This design comes from an exercise in tuning for small area, a short achievable clock period and few clock cycles on the open sky130 flow, not from production work.
At most, simulation tests tie the RTL to the original design; equivalence was not proved.
The clock port is modelled as an ideal driver; clocking choices that lean on that would not hold on a real chip.

v54:
==> flow/design.v (excerpt) <==
module fft_top (
    input  logic       clk,
    input  logic       rst,
    input  logic [2:0] log2n,
    input  logic [7:0] data_in,
    input  logic       data_in_valid,
    output logic       fft_ready,
    output logic       done,
    output logic       error,
    output logic [7:0] data_out,
    output logic       data_out_valid
);
Settings: LEC_CHECK=0, ABC_AREA=1, CAP_MARGIN=20, CORE_MARGIN=2, CORE_UTILIZATION=60, CTS_CLUSTER_DIAMETER=90, CTS_CLUSTER_SIZE=25, SLEW_MARGIN=20; clock period 15.0 ns.
standard.sh (not shown) runs the stock make flow with config.mk's settings and CLKGATE_MAP_FILE= SYNTH_SCRIPT=/design/flow/synth_recipe.tcl, a recipe that flattens the netlist after the stock synthesis.
==> flow/flow/run.sh <==
#!/bin/bash
# Standard layout, with the resizer asked for more setup slack than the default
# (same clock, same constraints): its repair_timing steps then also speed up
# the port buffers and the register-to-register paths.
set -euo pipefail
export SETUP_SLACK_MARGIN=${MARGIN:-11.1}
bash standard.sh > make_finish.log 2>&1
Testbench counts of v54, summed over its fixed seeds: cycles 4,821.
Relative to v54, the following input files were edited for v15:
==> flow/flow/run.sh <==
#!/bin/bash
# Standard layout, with the resizer asked for more setup slack than the default
# (same clock, same constraints): its repair_timing steps then also speed up
# the port buffers and the register-to-register paths. After clock tree
# synthesis, flow/post_cts.tcl strengthens the output flip-flops and port buffers.
set -euo pipefail
export SETUP_SLACK_MARGIN=11.3
export POST_CTS_TCL=$PWD/flow/post_cts.tcl
bash standard.sh > make_finish.log 2>&1
==> flow/flow/post_cts.tcl (new file) <==
# After clock tree synthesis: give the flip-flops that drive output ports, and
# the port buffers after them, a stronger drive (same cell types otherwise).
set changed 0
foreach port [get_ports -filter "direction == output"] {
  set net [get_nets -of_objects $port]
  foreach drv [get_pins -of_objects $net -filter "direction == output"] {
    set buf [get_cells -of_objects $drv]
    set bref [get_property $buf ref_name]
    if { [regexp {^sky130_fd_sc_hd__(buf|clkbuf|clkdlybuf4s50|dlygate4sd3)_[0-9]+$} $bref] } {
      replace_cell $buf sky130_fd_sc_hd__buf_4
      incr changed
      foreach ipin [get_pins -of_objects $buf -filter "direction == input"] {
        foreach src [get_pins -of_objects [get_nets -of_objects $ipin] -filter "direction == output"] {
          set ff [get_cells -of_objects $src]
          set fref [get_property $ff ref_name]
          if { [regexp {^(sky130_fd_sc_hd__df[a-z]+)_[0-9]+$} $fref -> base] } {
            if { [llength [get_lib_cells ${base}_2]] > 0 } {
              replace_cell $ff ${base}_2
              incr changed
            }
          }
        }
      }
    }
  }
}
puts "post_cts: resized $changed cells"
detailed_placement
check_placement -verbose
Results
v15 failed in clock tree synthesis with STA-0100. From v15 to v54, placer's final routability congestion estimate did not move at all. The count of distinct cell types in the synthesized netlist was comparable across v15 and v54. Delta (v15 minus v54): count of clock tree sinks was more or less identical; flip-flop and latch count after synthesis was more or less identical; area after synthesis was more or less identical; number of placed cells counting well taps was more or less identical; width of the die was more or less identical. The sequential cell area fraction in the yosys report was comparable across v15 and v54. v54 → v15: number of instances in the synthesized netlist closely matched the old numbers; cell row count closely matched the old numbers.
Inputs modified between v15 and v28:
==> flow/flow/run.sh <==
#!/bin/bash
# Standard layout, with the resizer asked for more setup slack than the default
# (same clock, same constraints): its repair_timing steps then also speed up
# the port buffers and the register-to-register paths.
set -euo pipefail
export SETUP_SLACK_MARGIN=${MARGIN:-11.3}
bash standard.sh > make_finish.log 2>&1
removed: flow/flow/post_cts.tcl
## What came out
v28 completed; timing, DRC and antenna clean
From v28 to v15, post-synthesis compound-gate area fraction did not move at all.
v28 and v15 ended up with roughly the same net count after synthesis.
As far as share of synthesized registers carrying an async set or reset goes, v28 and v15 are indistinguishable; the numbers are identical.
[compare] base=v15 new=v28: mean instance size in the synthesized netlist flat; sequential cell area fraction in the yosys report roughly the same; synthesized area stayed essentially flat.
v28 -> v15: number of register bits inferred by synthesis delta 0, exact match
Delta (v28 minus v15): horizontal die dimension has remained practically unchanged, synthesized instance count held steady, height of the die has remained practically unchanged.
--- input diff v28..v3 ---
==> flow/flow/run.sh <==
#!/bin/bash
# Standard layout, with the resizer asked for more setup slack than the default
# (same clock, same constraints): its repair_timing steps then also speed up
# the port buffers and the register-to-register paths. After clock tree
# synthesis, flow/post_cts.tcl strengthens the output flip-flops and port buffers.
set -euo pipefail
export SETUP_SLACK_MARGIN=11.3
export POST_CTS_TCL=$PWD/flow/post_cts.tcl
bash standard.sh > make_finish.log 2>&1
==> flow/flow/post_cts.tcl (new file) <==
# After clock tree synthesis: give the flip-flops that drive output ports, and
# the port buffers after them, a stronger drive (same cell types otherwise).
set changed 0
foreach port [get_ports -filter "direction == output"] {
  set net [get_nets [get_full_name $port]]
  foreach drv [get_pins -of_objects $net -filter "direction == output"] {
    set buf [get_cells -of_objects $drv]
    set bref [get_property $buf ref_name]
    if { [regexp {^sky130_fd_sc_hd__(buf|clkbuf|clkdlybuf4s50|dlygate4sd3)_[0-9]+$} $bref] } {
      replace_cell $buf sky130_fd_sc_hd__buf_4
      incr changed
      foreach ipin [get_pins -of_objects $buf -filter "direction == input"] {
        foreach src [get_pins -of_objects [get_nets -of_objects $ipin] -filter "direction == output"] {
          set ff [get_cells -of_objects $src]
          set fref [get_property $ff ref_name]
          if { [regexp {^(sky130_fd_sc_hd__df[a-z]+)_[0-9]+$} $fref -> base] } {
            if { [llength [get_lib_cells ${base}_2]] > 0 } {
              replace_cell $ff ${base}_2
              incr changed
            }
          }
        }
      }
    }
  }
}
puts "post_cts: resized $changed cells"
detailed_placement
check_placement -verbose
==> comparison <==
Between v28 and v3, the difference in utilization of the core after routing is negligible.
For clock-cell share of area, v28 and v3 come out practically identical.
As far as last weighted congestion value of the routability-driven placer goes, v28 and v3 are indistinguishable; the numbers are identical.
On final standard cell area without fillers, v28 and v3 are neck and neck.
v28 and v3 ended up with roughly the same routed wire length.
Hold slack of v28 is on par with v3.
Fmax (v3 vs. v28) decreases slightly

* * *

fft_top, a different RTL version from the one above (not shown whole).
Size: about 4700 cells after synthesis, ~850 flip-flops, ~26 I/O pins, about 40000 um2 of cells after synthesis.
clock: 15.0 ns
lec_check: 0
abc_area: 1
cap_margin: 20
core_margin: 2
core_utilization: 75
cts_cluster_diameter: 90
cts_cluster_size: 25
slew_margin: 20
==> flow/flow/run.sh <==
#!/bin/bash
# Standard layout, with the resizer asked for more setup slack than the default
# (same clock, same constraints): its repair_timing steps then also speed up
# the port buffers and the register-to-register paths.
set -euo pipefail
export SETUP_SLACK_MARGIN=${MARGIN:-11.3}
bash standard.sh > make_finish.log 2>&1
The baseline passed the timing, design-rule and antenna checks.
Testbench counts at the start, summed over its fixed seeds: cycles 4,821.
Rerun with:
CORE_UTILIZATION = 60   (was 75)
The changed run completed with no timing, DRC or antenna violations.
Global-route usage went down by 7.1 points.
Clock-buffer cell count shrinks by 1.
Clock skew grows by 0.023 ns.

* * *

Another version of the RTL of fft_top (not shown whole).
Size: roughly 26 I/O pins.
export LEC_CHECK = 0
export ABC_AREA = 1
export CAP_MARGIN = 20
export CORE_MARGIN = 2
export CORE_UTILIZATION = 60
export CTS_CLUSTER_DIAMETER = 90
export CTS_CLUSTER_SIZE = 25
export GPL_ROUTABILITY_DRIVEN = 0
export SLEW_MARGIN = 20
create_clock -name core_clock -period 15.0 [get_ports {clk}]
Scripts as last shown in full above: flow/flow/run.sh
The baseline finished with timing, DRC and antenna clean.
Testbench counts at the start, summed over its fixed seeds: cycles 4,773.
==> next run, changes <==
Settings changed: CORE_UTILIZATION 60 to 80, GPL_ROUTABILITY_DRIVEN 0 to default.
Effect:
- The new run went through all stages and came out clean
- utilization grows by 22 points
- final area shrinks slightly
- setup slack hardly moves
- sequential cell count is unchanged
- hold slack is better by 0.0047 ns
==> next run, changes <==
Settings changed: CORE_UTILIZATION 80 to 60.
After rerunning: Cell area came out higher slightly. Setup slack improves by 0.0064 ns. Sequential cell count is unchanged. Synthesized cell count is unchanged. Via count came out lower by roughly a tenth. Wire length came out lower by about a fifth. Fmax barely changes. Clock-buffer cell count came out higher by 6. Register-to-register slack improves by 0.14 ns. Utilization came out lower by 21 points.
==> next run, changes <==
Settings changed: GPL_TIMING_DRIVEN from default to 0.
Result:
- sequential share of layout area came out lower by 0.31 points
- routed wire length grows by about 6%
- setup slack improves by 0.048 ns

* * *

Another version of the RTL of fft_top (not shown whole).
For scale: roughly 4800 cells after synthesis, roughly 880 flip-flops, ~26 I/O pins, ~0.041 mm2 of cells after synthesis.
## fft_top
module fft_top (
    input  logic       clk,
    input  logic       rst,
    input  logic [2:0] log2n,
    input  logic [7:0] data_in,
    input  logic       data_in_valid,
    output logic       fft_ready,
    output logic       done,
    output logic       error,
    output logic [7:0] data_out,
    output logic       data_out_valid
);
Settings: LEC_CHECK=0, ABC_AREA=1, CAP_MARGIN=20, CORE_MARGIN=2, CORE_UTILIZATION=40, SLEW_MARGIN=20; clock period 15.0 ns.
==> flow/flow/run.sh <==
#!/bin/bash
# Standard layout, with the resizer asked for more setup slack than the default
# (same clock, same constraints): its repair_timing steps then also speed up
# the port buffers and the register-to-register paths.
set -euo pipefail
export SETUP_SLACK_MARGIN=${MARGIN:-11.5}
bash standard.sh > make_finish.log 2>&1
The starting point passed the timing, design-rule and antenna checks.
Testbench counts at the start, summed over its fixed seeds: cycles 4,837.
Then changed:
--- a/flow/flow/run.sh
+++ b/flow/flow/run.sh
@@ -5,3 +5,3 @@
 set -euo pipefail
-export SETUP_SLACK_MARGIN=${MARGIN:-11.5}
+export SETUP_SLACK_MARGIN=${MARGIN:-11.3}
 bash standard.sh > make_finish.log 2>&1
--- a/flow/config.mk
+++ b/flow/config.mk
@@ -11,2 +11,4 @@
 export CORE_UTILIZATION = 40
+export CTS_CLUSTER_DIAMETER = 100
+export CTS_CLUSTER_SIZE = 30
 export SLEW_MARGIN = 20
Effect: The changed run ran to the end with no violations. Sequential cell count does not change. Critical path depth stays the same. Setup slack gets better by 0.037 ns. Maximum frequency came out higher by 0.88%. Clock skew came out higher by 0.014 ns. Final area came out lower by 6.6%. Hold slack barely changes.
Then changed:
==> flow/run.sh (new file) <==
#!/bin/bash
# synth_recipe.tcl (not shown) runs the flow's synth.tcl, then flattens the netlist and writes it again
# the make line also repeats each setting of config.mk as NAME=value (left out here)
make -C /OpenROAD-flow-scripts/flow DESIGN_CONFIG=/design/flow/config.mk WORK_HOME=/design/flow/orfs CLKGATE_MAP_FILE= SYNTH_SCRIPT=/design/flow/synth_recipe.tcl finish
--- a/flow/config.mk
+++ b/flow/config.mk
@@ -11,4 +11,2 @@
 export CORE_UTILIZATION = 40
-export CTS_CLUSTER_DIAMETER = 100
-export CTS_CLUSTER_SIZE = 30
 export SLEW_MARGIN = 20
removed: flow/flow/run.sh
removed: flow/standard.sh
Outcome:
- non-clock buffer count is lower by 52
- global-route usage is lower by 0.21 points
- maximum frequency is lower by about 11%
- count of clock-buffer cells in the layout is higher by 87
- via count hardly moves
- critical path depth is higher by 23
Then changed:
==> flow/flow/run.sh (new file) <==
#!/bin/bash
# Standard layout, with the resizer asked for more setup slack than the default
# (same clock, same constraints): its repair_timing steps then also speed up
# the port buffers and the register-to-register paths.
set -euo pipefail
export SETUP_SLACK_MARGIN=${MARGIN:-10.4}
bash standard.sh > make_finish.log 2>&1
==> flow/standard.sh (new file) <==
#!/bin/bash
# synth_recipe.tcl (not shown) runs the flow's synth.tcl, then flattens the netlist and writes it again
# the make line also repeats each setting of config.mk as NAME=value (left out here)
make -C /OpenROAD-flow-scripts/flow DESIGN_CONFIG=/design/flow/config.mk WORK_HOME=/design/flow/orfs CLKGATE_MAP_FILE= SYNTH_SCRIPT=/design/flow/synth_recipe.tcl "${@:-finish}"
removed: flow/run.sh
Effect: Design area barely changes. Setup slack gets better by 0.18 ns. Global-route usage hardly moves.
Then changed:
--- a/flow/flow/run.sh
+++ b/flow/flow/run.sh
@@ -5,3 +5,3 @@
 set -euo pipefail
-export SETUP_SLACK_MARGIN=${MARGIN:-10.4}
+export SETUP_SLACK_MARGIN=${MARGIN:-11.3}
 bash standard.sh > make_finish.log 2>&1
--- a/flow/config.mk
+++ b/flow/config.mk
@@ -11,2 +11,4 @@
 export CORE_UTILIZATION = 40
+export CTS_CLUSTER_DIAMETER = 90
+export CTS_CLUSTER_SIZE = 25
 export SLEW_MARGIN = 20
Result: The new run passed the timing, design-rule and antenna checks. Worst setup slack gains 0.35 ns. Flip-flop and latch count stays the same. Area after synthesis is unchanged. Clock-buffer cell count falls by 76.

* * *

before:
fft_top, a different RTL version from the one above (not shown whole).
For scale: ~4,800 cells after synthesis, roughly 26 I/O pins.
clock: 15.0 ns
lec_check: 0
abc_area: 1
cap_margin: 20
core_margin: 2
core_utilization: 40
cts_cluster_diameter: 90
cts_cluster_size: 25
slew_margin: 20
==> flow/flow/run.sh <==
#!/bin/bash
# Standard layout, with the resizer asked for more setup slack than the default
# (same clock, same constraints): its repair_timing steps then also speed up
# the port buffers and the register-to-register paths.
set -euo pipefail
export SETUP_SLACK_MARGIN=${MARGIN:-11.3}
bash standard.sh > make_finish.log 2>&1
Testbench counts of before, summed over its fixed seeds: cycles 4,837.
What after does differently from before at the input level:
# before
export LEC_CHECK = 0
export ABC_AREA = 1
export CAP_MARGIN = 20
export CORE_MARGIN = 2
export CORE_UTILIZATION = 40
export CTS_CLUSTER_DIAMETER = 90
export CTS_CLUSTER_SIZE = 25
export SLEW_MARGIN = 20
create_clock -name core_clock -period 15.0 [get_ports {clk}]
# after
export LEC_CHECK = 0
export ABC_AREA = 1
export CAP_MARGIN = 20
export CORE_MARGIN = 2
export CORE_UTILIZATION = 60
export CTS_CLUSTER_DIAMETER = 90
export CTS_CLUSTER_SIZE = 25
export SLEW_MARGIN = 20
create_clock -name core_clock -period 15.0 [get_ports {clk}]
Notes after the runs:
- Summary: with before as the reference, via count of the first global-routing pass in after moved down slightly.
- after: sequential share of layout area higher than before

* * *

== wip/raven ==
Another version of the RTL of fft_top (not shown whole).
For scale: ~4700 cells after synthesis, roughly 840 flip-flops, roughly 26 I/O pins, roughly 40000 um^2 of cells after synthesis.
export LEC_CHECK = 0
export ABC_AREA = 1
export CAP_MARGIN = 20
export CORE_MARGIN = 2
export CORE_UTILIZATION = 60
export CTS_CLUSTER_DIAMETER = 90
export CTS_CLUSTER_SIZE = 25
export SLEW_MARGIN = 20
create_clock -name core_clock -period 15.0 [get_ports {clk}]
==> flow/flow/run.sh <==
#!/bin/bash
# Standard layout, with the resizer asked for more setup slack than the default
# (same clock, same constraints): its repair_timing steps then also speed up
# the port buffers and the register-to-register paths.
set -euo pipefail
export SETUP_SLACK_MARGIN=${MARGIN:-11.6}
bash standard.sh > make_finish.log 2>&1
#### Input delta (wip/nickel over wip/raven)
-- flow/flow/run.sh --
<<< wip/raven, line 5
set -euo pipefail
export SETUP_SLACK_MARGIN=${MARGIN:-11.6}
bash standard.sh > make_finish.log 2>&1
>>> wip/nickel, line 5
set -euo pipefail
export SETUP_SLACK_MARGIN=${MARGIN:-11.3}
bash standard.sh > make_finish.log 2>&1
--- outcome ---
Wire length on met1 (lower): wip/nickel. Comparing wip/raven with wip/nickel, the fmax came out essentially unchanged. Global-route usage: wip/nickel lower than wip/raven. Compared with wip/raven, wip/nickel shows a lower global-route met2 utilization. In wip/nickel the first-iteration DRC count turned out about 13% lower than in wip/raven. Against wip/raven, wip/nickel comes in 18% lower on met3 layer wire length in the routed design. Final setup slack of the worst path (lower): wip/raven.
No run of this note included a check of the RTL's function; only the layout flow was run.

-- re-timing with driven ports --
Ports are ideal in the flow. The routed layouts listed here were re-timed in OpenROAD.
Step 1, drivers: a clkbuf_16 drives clk and a buf_2 each remaining input, both assumed.
Step 2 also shifts input and output timing later by t, the mid clock arrival at the registers, as if the neighbouring blocks saw the same clock.
a / b / c = no drivers / after step 1 / after step 2; a / b = the first two.
| run | t (ns) | setup slack, ns | hold WS [ns] | worst setup path after step 2 | latest minus earliest clock arrival (ns) |
|---|---|---|---|---|---|
| v54 | 0.651 | 10.896 / 10.838 / 10.587 | 0.325 / 0.325 / 0.325 | input to register | 0.021 / 0.022 |
| v28 | 0.651 | 10.893 / 10.834 / 10.782 | 0.325 / 0.325 / 0.325 | input to register | 0.019 / 0.019 |
| v3 | 0.651 | 10.877 / 10.818 / 10.775 | 0.325 / 0.325 / 0.325 | input to register | 0.019 / 0.019 |
| the first run of note 2 | 0.664 | 10.883 / 10.820 / 10.851 | 0.326 / 0.326 / 0.326 | input to register | 0.032 / 0.032 |
| the second run of note 2 | 0.678 | 10.888 / 10.820 / 10.858 | 0.318 / 0.318 / 0.318 | input to register | 0.049 / 0.049 |
| the first run of note 3 | 0.643 | 10.861 / 10.800 / 10.800 | 0.325 / 0.325 / 0.325 | input to register | 0.025 / 0.025 |
| the second run of note 3 | 0.672 | 10.858 / 10.797 / 10.729 | 0.329 / 0.329 / 0.329 | input to register | 0.060 / 0.061 |
| the third run of note 3 | 0.647 | 10.865 / 10.807 / 10.772 | 0.308 / 0.308 / 0.308 | input to register | 0.050 / 0.050 |
| the fourth run of note 3 | 0.657 | 10.913 / 10.849 / 10.765 | 0.324 / 0.324 / 0.324 | input to register | 0.046 / 0.047 |
| the first run of note 4 | 0.722 | 10.789 / 10.719 / 10.703 | 0.313 / 0.313 / 0.313 | input to register | 0.057 / 0.058 |
| the second run of note 4 | 0.683 | 10.826 / 10.760 / 10.637 | 0.314 / 0.314 / 0.314 | input to register | 0.074 / 0.074 |
| the third run of note 4 | 0.728 | 10.287 / 10.287 / 9.932 | 0.294 / 0.294 / 0.294 | input to register | 0.040 / 0.040 |
| the fourth run of note 4 | 0.728 | 10.466 / 10.403 / 9.933 | 0.297 / 0.297 / 0.297 | input to register | 0.038 / 0.038 |
| the fifth run of note 4 | 0.701 | 10.816 / 10.751 / 10.618 | 0.322 / 0.322 / 0.322 | input to register | 0.058 / 0.058 |
| before | 0.712 | 10.830 / 10.758 / 10.745 | 0.318 / 0.318 / 0.318 | input to register | 0.047 / 0.048 |
| after | 0.677 | 10.874 / 10.805 / 10.756 | 0.320 / 0.320 / 0.320 | input to register | 0.048 / 0.049 |
| wip/raven | 0.666 | 10.881 / 10.814 / 11.022 | 0.317 / 0.317 / 0.317 | input to register | 0.051 / 0.051 |
| wip/nickel | 0.665 | 10.888 / 10.821 / 10.815 | 0.325 / 0.325 / 0.325 | input to register | 0.047 / 0.047 |
After both steps every run listed still meets setup and hold. The setup slack of the fourth run of note 4, which loses most, moves by -0.063 ns with the drivers and by -0.533 ns with both steps.
